What follows belongs to an exercise in optimizing a design on an open flow for small area and a short achievable clock period; a production flow would make more cautious choices.
The clock port is modelled as an ideal driver; clocking choices that lean on that would not hold on a real chip.
No activity file was given, so power comes from the tool's default toggle rates.

## exp/raven
==> flow/design.v <==
package life_pkg;
    localparam int unsigned KEY_W = 3;
    typedef enum logic [KEY_W-1:0] {
        KEY_NONE  = 3'd0,
        KEY_UP    = 3'd1,
        KEY_DOWN  = 3'd2,
        KEY_LEFT  = 3'd3,
        KEY_RIGHT = 3'd4,
        KEY_FLIP  = 3'd5,
        KEY_NEXT  = 3'd6,
        KEY_RUN   = 3'd7
    } key_e;
    function automatic logic [1:0] life_strip(input logic [3:0] a, input logic [3:0] m,
                                              input logic [3:0] b);
        logic [1:0] v [4];
        logic [1:0] p;
        for (int j = 0; j < 4; j++) begin
            v[j][0] = a[j] ^ m[j] ^ b[j];
            v[j][1] = (a[j] & m[j]) | (a[j] & b[j]) | (m[j] & b[j]);
        end
        for (int j = 1; j < 3; j++) begin
            p = {a[j] & b[j], a[j] ^ b[j]};
            life_strip[j - 1] = 1'b0;
            for (int x = 0; x < 4; x++) begin
                for (int y = 0; y < 4; y++) begin
                    for (int z = 0; z < 3; z++) begin
                        if ((v[j - 1] == 2'(x)) && (v[j + 1] == 2'(y)) && (p == 2'(z))
                            && ((x + y + z == 3) || ((x + y + z == 2) && m[j]))) begin
                            life_strip[j - 1] = 1'b1;
                        end
                    end
                end
            end
        end
    endfunction
endpackage
module life_data (
    input  logic        clk,
    input  logic        reset,
    input  logic        swap,       
    input  logic        swap_q,     
    input  logic [2:0]  pair,       
    input  logic        flip_en,
    input  logic [3:0]  flip_d,     
    input  logic [3:0]  flip_x,
    output logic [15:0] disp_row    
);
    logic [15:0][15:0] brd;   
    logic [15:0][15:0] chg;   
    logic [15:0]       chg_in;      
    logic [3:0]        sa, sm, sb;
    logic [3:0]        sa_q, sm_q, sb_q;   
    logic [2:0]        pair_q;             
    logic [1:0]        new_cells;
    logic [15:0]       col_sel;
    always_comb begin
        logic [7:0] ca, cm, cb;
        for (int j = 0; j < 4; j++) begin
            for (int q = 0; q < 8; q++) begin
                ca[q] = brd[15][(2 * q + j + 15) % 16];
                cm[q] = brd[0][(2 * q + j + 15) % 16];
                cb[q] = brd[1][(2 * q + j + 15) % 16];
            end
            sa[j] = ca[pair];
            sm[j] = cm[pair];
            sb[j] = cb[pair];
        end
    end
    assign new_cells = life_pkg::life_strip(sa_q, sm_q, sb_q);
    always_comb begin
        for (int j = 0; j < 16; j++) begin
            chg_in[j] = (pair_q == 3'(j / 2)) ? new_cells[j % 2] ^ sm_q[j % 2 + 1] : chg[15][j];
        end
    end
    assign col_sel  = flip_en ? (16'b1 << flip_x) : 16'b0;
    assign disp_row = brd[15];
    always_ff @(posedge clk or negedge reset) begin
        if (!reset) begin
            brd <= '0;
        end else begin
            for (int i = 0; i < 16; i++) begin
                logic        load;
                logic [15:0] change;
                load   = (i < 14 && swap) || (i == 14 && (swap || swap_q));
                change = (i == 14) ? chg_in : chg[(i + 1) % 16];
                brd[i] <= brd[(i + 1) % 16]
                        ^ ((load ? change : 16'b0)
                           | ((flip_d == 4'((i + 1) % 16)) ? col_sel : 16'b0));
            end
        end
    end
    always_ff @(posedge clk) begin
        sa_q    <= sa;
        sm_q    <= sm;
        sb_q    <= sb;
        pair_q  <= pair;
        chg[15] <= chg[0];
        chg[14] <= chg_in;
        for (int i = 0; i < 14; i++) begin
            chg[i] <= chg[i + 1];
        end
    end
endmodule
module life #(
    parameter int unsigned X         = 16,
    parameter int unsigned Y         = 16,
    parameter int unsigned LOG2X     = 4,
    parameter int unsigned LOG2Y     = 4,
    parameter int unsigned HIGH_BITS = 10
) (
    input  logic             clk,
    input  logic             reset,
    input  logic [life_pkg::KEY_W-1:0] keys,
    output logic [Y-1:0]     row,
    output logic [X-1:0]     col
);
    life_pkg::key_e       key_c;
    life_pkg::key_e       key_q;      
    logic                 sweep;      
    logic                 swap;       
    logic                 swap_q;     
    logic [7:0]           k;          
    logic [LOG2X-1:0]     cx;         
    logic [LOG2Y-1:0]     cd;         
    logic                 run_mode;
    logic [HIGH_BITS-1:0] prescaler;
    logic                 scan_on;    
    logic             idle_c;
    logic             start_c;
    logic             edit_c;
    logic [X-1:0]     disp_row;
    assign key_c   = life_pkg::key_e'(keys);
    assign idle_c  = !sweep && !swap;
    assign start_c = idle_c && ((key_c == life_pkg::KEY_NEXT) || (run_mode && (&prescaler)));
    assign edit_c  = idle_c && (key_c != life_pkg::KEY_NEXT) && (key_c != life_pkg::KEY_RUN);
    always_ff @(posedge clk or negedge reset) begin
        if (!reset) begin
            sweep  <= 1'b0;
            swap   <= 1'b0;
            swap_q <= 1'b0;
        end else begin
            swap_q <= swap;
            swap   <= sweep && (&k);
            sweep <= start_c || (sweep && !(&k));
        end
    end
    always_ff @(posedge clk) begin
        k <= sweep ? k + 1'b1 : 8'd0;
    end
    always_ff @(posedge clk or negedge reset) begin
        if (!reset) begin
            key_q <= life_pkg::KEY_NONE;
            cx    <= '0;
            cd    <= '0;
        end else begin
            key_q <= edit_c ? key_c : life_pkg::KEY_NONE;
            cd    <= cd - 1'b1;
            case (key_q)
                life_pkg::KEY_UP:    cd <= cd - 2'd2;
                life_pkg::KEY_DOWN:  cd <= cd;
                life_pkg::KEY_LEFT:  cx <= cx - 1'b1;
                life_pkg::KEY_RIGHT: cx <= cx + 1'b1;
                default: ;
            endcase
        end
    end
    always_ff @(posedge clk or negedge reset) begin
        if (!reset) begin
            prescaler <= '0;
            run_mode  <= 1'b0;
        end else begin
            prescaler <= prescaler + 1'b1;
            if (key_c == life_pkg::KEY_RUN) begin
                run_mode <= ~run_mode;
            end
        end
    end
    always_ff @(posedge clk or negedge reset) begin
        if (!reset) begin
            scan_on <= 1'b0;
            row     <= '0;
        end else begin
            scan_on <= 1'b1;
            row     <= {row[Y-2:0], row[Y-1] | !scan_on};
        end
    end
    assign col = disp_row;
    life_data l_data (
        .clk      (clk),
        .reset    (reset),
        .swap     (swap),
        .swap_q   (swap_q),
        .pair     (k[6:4]),
        .flip_en  (key_q == life_pkg::KEY_FLIP),
        .flip_d   (cd),
        .flip_x   (cx),
        .disp_row (disp_row)
    );
endmodule
==> flow/config.mk <==
export PLATFORM = sky130hd
export DESIGN_NAME = life
export DESIGN_NICKNAME = life
export VERILOG_FILES = /design/flow/design.v
export SDC_FILE = /design/flow/constraint.sdc
export NUM_CORES = 4
export LEC_CHECK = 0
export CAP_MARGIN = 40
export CORE_MARGIN = 2
export CORE_UTILIZATION = 40
export CTS_CLUSTER_DIAMETER = 100
export CTS_CLUSTER_SIZE = 25
export SLEW_MARGIN = 40
==> flow/constraint.sdc <==
create_clock -name core_clock -period 9.0 [get_ports {clk}]
set_input_delay 1.8000 -clock core_clock [delete_from_list [all_inputs] [get_ports {clk}]]
set_output_delay 1.8000 -clock core_clock [all_outputs]
set_load 0.01 [all_outputs]
standard.sh (not shown) runs the stock make flow with config.mk's settings and CLKGATE_MAP_FILE= SYNTH_SCRIPT=/design/flow/synth_recipe.tcl, a recipe that flattens the netlist after the stock synthesis.
==> flow/flow/run.sh <==
#!/bin/bash
# Standard layout with the port buffers a buf_2 and a tighter setup margin for repair,
# and the clock tree's root buffer removed after clock tree synthesis.
set -euo pipefail
ARGS=(SETUP_SLACK_MARGIN=6 "BUFFER_PORTS_ARGS=-buffer_cell sky130_fd_sc_hd__buf_2")
bash standard.sh "${ARGS[@]}" cts > flow_to_cts.log 2>&1
UNROOT_ODB=orfs/results/sky130hd/life/base/4_cts.odb openroad -no_init -exit flow/unroot.tcl > unroot.log 2>&1
bash standard.sh "${ARGS[@]}" finish > flow_to_finish.log 2>&1
==> flow/flow/unroot.tcl <==
# Remove the clock tree's root buffer: the clock port then drives the tree's first-level
# buffers (two) directly, one buffer less on every register's clock path.
set odb_file $::env(UNROOT_ODB)
read_db $odb_file
set block [ord::get_db_block]
set clk_net [$block findNet clk]
set root ""
foreach iterm [$clk_net getITerms] {
    if {[$iterm isInputSignal]} {
        set root [$iterm getInst]
    }
}
if {$root == "" || [llength [$clk_net getITerms]] != 1} {
    puts "unroot: clock port does not drive a single root buffer; layout left as it is"
    exit 0
}
set out_net [[$root findITerm X] getNet]
set loads [$out_net getITerms]
puts "unroot: root [$root getName] drives [expr {[llength $loads] - 1}] buffers"
if {[llength $loads] - 1 > 4} {
    puts "unroot: too many first-level buffers; layout left as it is"
    exit 0
}
foreach iterm $loads {
    if {[$iterm getInst] != $root} {
        $iterm disconnect
        $iterm connect $clk_net
    }
}
[$root findITerm A] disconnect
[$root findITerm X] disconnect
odb::dbInst_destroy $root
odb::dbNet_destroy $out_net
write_db $odb_file
puts "unroot: done"
Modified inputs, exp/harbor compared to exp/raven
==> flow/flow/run.sh <==
#!/bin/bash
# Standard layout with the port buffers a buf_2 and a tighter setup margin for repair,
# and the clock tree's root buffer removed after clock tree synthesis.
set -euo pipefail
ARGS=(SETUP_SLACK_MARGIN=6.4 "BUFFER_PORTS_ARGS=-buffer_cell sky130_fd_sc_hd__buf_2")
bash standard.sh "${ARGS[@]}" cts > flow_to_cts.log 2>&1
UNROOT_ODB=orfs/results/sky130hd/life/base/4_cts.odb openroad -no_init -exit flow/unroot.tcl > unroot.log 2>&1
bash standard.sh "${ARGS[@]}" finish > flow_to_finish.log 2>&1
### Flow results
- | reported leakage power | exp/harbor vs exp/raven | 0.13 nW higher |
- Comparing exp/raven and exp/harbor, the lower clock share of power was measured on exp/harbor.
- In the flow results for exp/raven and exp/harbor, the combinational group power is smaller on exp/raven.
- Changes observed in exp/harbor relative to exp/raven: final layout net count has increased; share of the cycle needed by the critical path after routing saw little to no change.
- exp/harbor against exp/raven: wire length +0.65%; power +about 3%; register fraction of the total cell area went down 0.86 points.
Changes in exp/tundra relative to exp/harbor:
==> flow/flow/run.sh <==
#!/bin/bash
# Standard layout with the port buffers a buf_2 and a tighter setup margin for repair,
# and the clock tree's root buffer removed after clock tree synthesis.
set -euo pipefail
ARGS=(SETUP_SLACK_MARGIN=6.2 "BUFFER_PORTS_ARGS=-buffer_cell sky130_fd_sc_hd__buf_2")
bash standard.sh "${ARGS[@]}" cts > flow_to_cts.log 2>&1
UNROOT_ODB=orfs/results/sky130hd/life/base/4_cts.odb openroad -no_init -exit flow/unroot.tcl > unroot.log 2>&1
bash standard.sh "${ARGS[@]}" finish > flow_to_finish.log 2>&1
Findings:
- Both conditions hold for exp/tundra: the flow ran to the end and the final layout passed the timing, design-rule and antenna checks.
- Looking at area growth from synthesis to final layout, exp/tundra sits below exp/harbor.
- Going from exp/harbor to exp/tundra, clock buffer instance count of the final layout stayed essentially flat; core utilization fell by 0.48 points.
- Proportion of power drawn by the clock network, exp/harbor and exp/tundra: smaller value in exp/harbor
- Compared with exp/harbor, exp/tundra improves power.
- Compared exp/tundra against exp/harbor; floorplan die width within noise.
- Comparing exp/harbor with exp/tundra, the met1 layer usage reported by global route came out essentially unchanged.
- ~same worst hold slack in exp/harbor and exp/tundra
- In the metrics for exp/harbor and exp/tundra, the one carrying the lower number of diodes is exp/tundra.
- Ratio of cells with drive above 1 in the final layout, exp/harbor and exp/tundra: larger value in exp/harbor
No functional check of the RTL was part of any run of this note.

==> static timing again, ports no longer ideal <==
In the flow no input, the clock included, has a driving cell. The finished layouts below were timed again as built, in two steps. Step 1 (the two cells are an assumption about what drives the block):
set clk [get_ports {clk}]
set_driving_cell -lib_cell sky130_fd_sc_hd__clkbuf_16 $clk
set_driving_cell -lib_cell sky130_fd_sc_hd__buf_2 [delete_from_list [all_inputs] $clk]
Step 2, shift: input delay + t, output delay - t, t = (earliest + latest rising clock arrival at the registers) / 2. This alone moves slack from input paths to output paths. Three values: ideal ports, drivers, drivers and shift; two values: the first two.
run	t (ns)	setup slack, ns	hold WS [ns]	clock arrival spread, ns	cell pins on the clock port's net
exp/raven	0.509	6.127 / 6.055 / 5.812	0.336 / 0.336 / 0.336	0.027 / 0.026	2
exp/harbor	0.510	6.120 / 6.047 / 6.108	0.336 / 0.336 / 0.336	0.025 / 0.025	2
exp/tundra	0.509	6.123 / 6.050 / 5.951	0.336 / 0.336 / 0.336	0.027 / 0.026	2
After both steps setup and hold are still met in every run listed. The setup slack of exp/raven, which loses most, moves by -0.072 ns with the drivers and by -0.315 ns with both steps. Setup slack includes reset recovery checks.
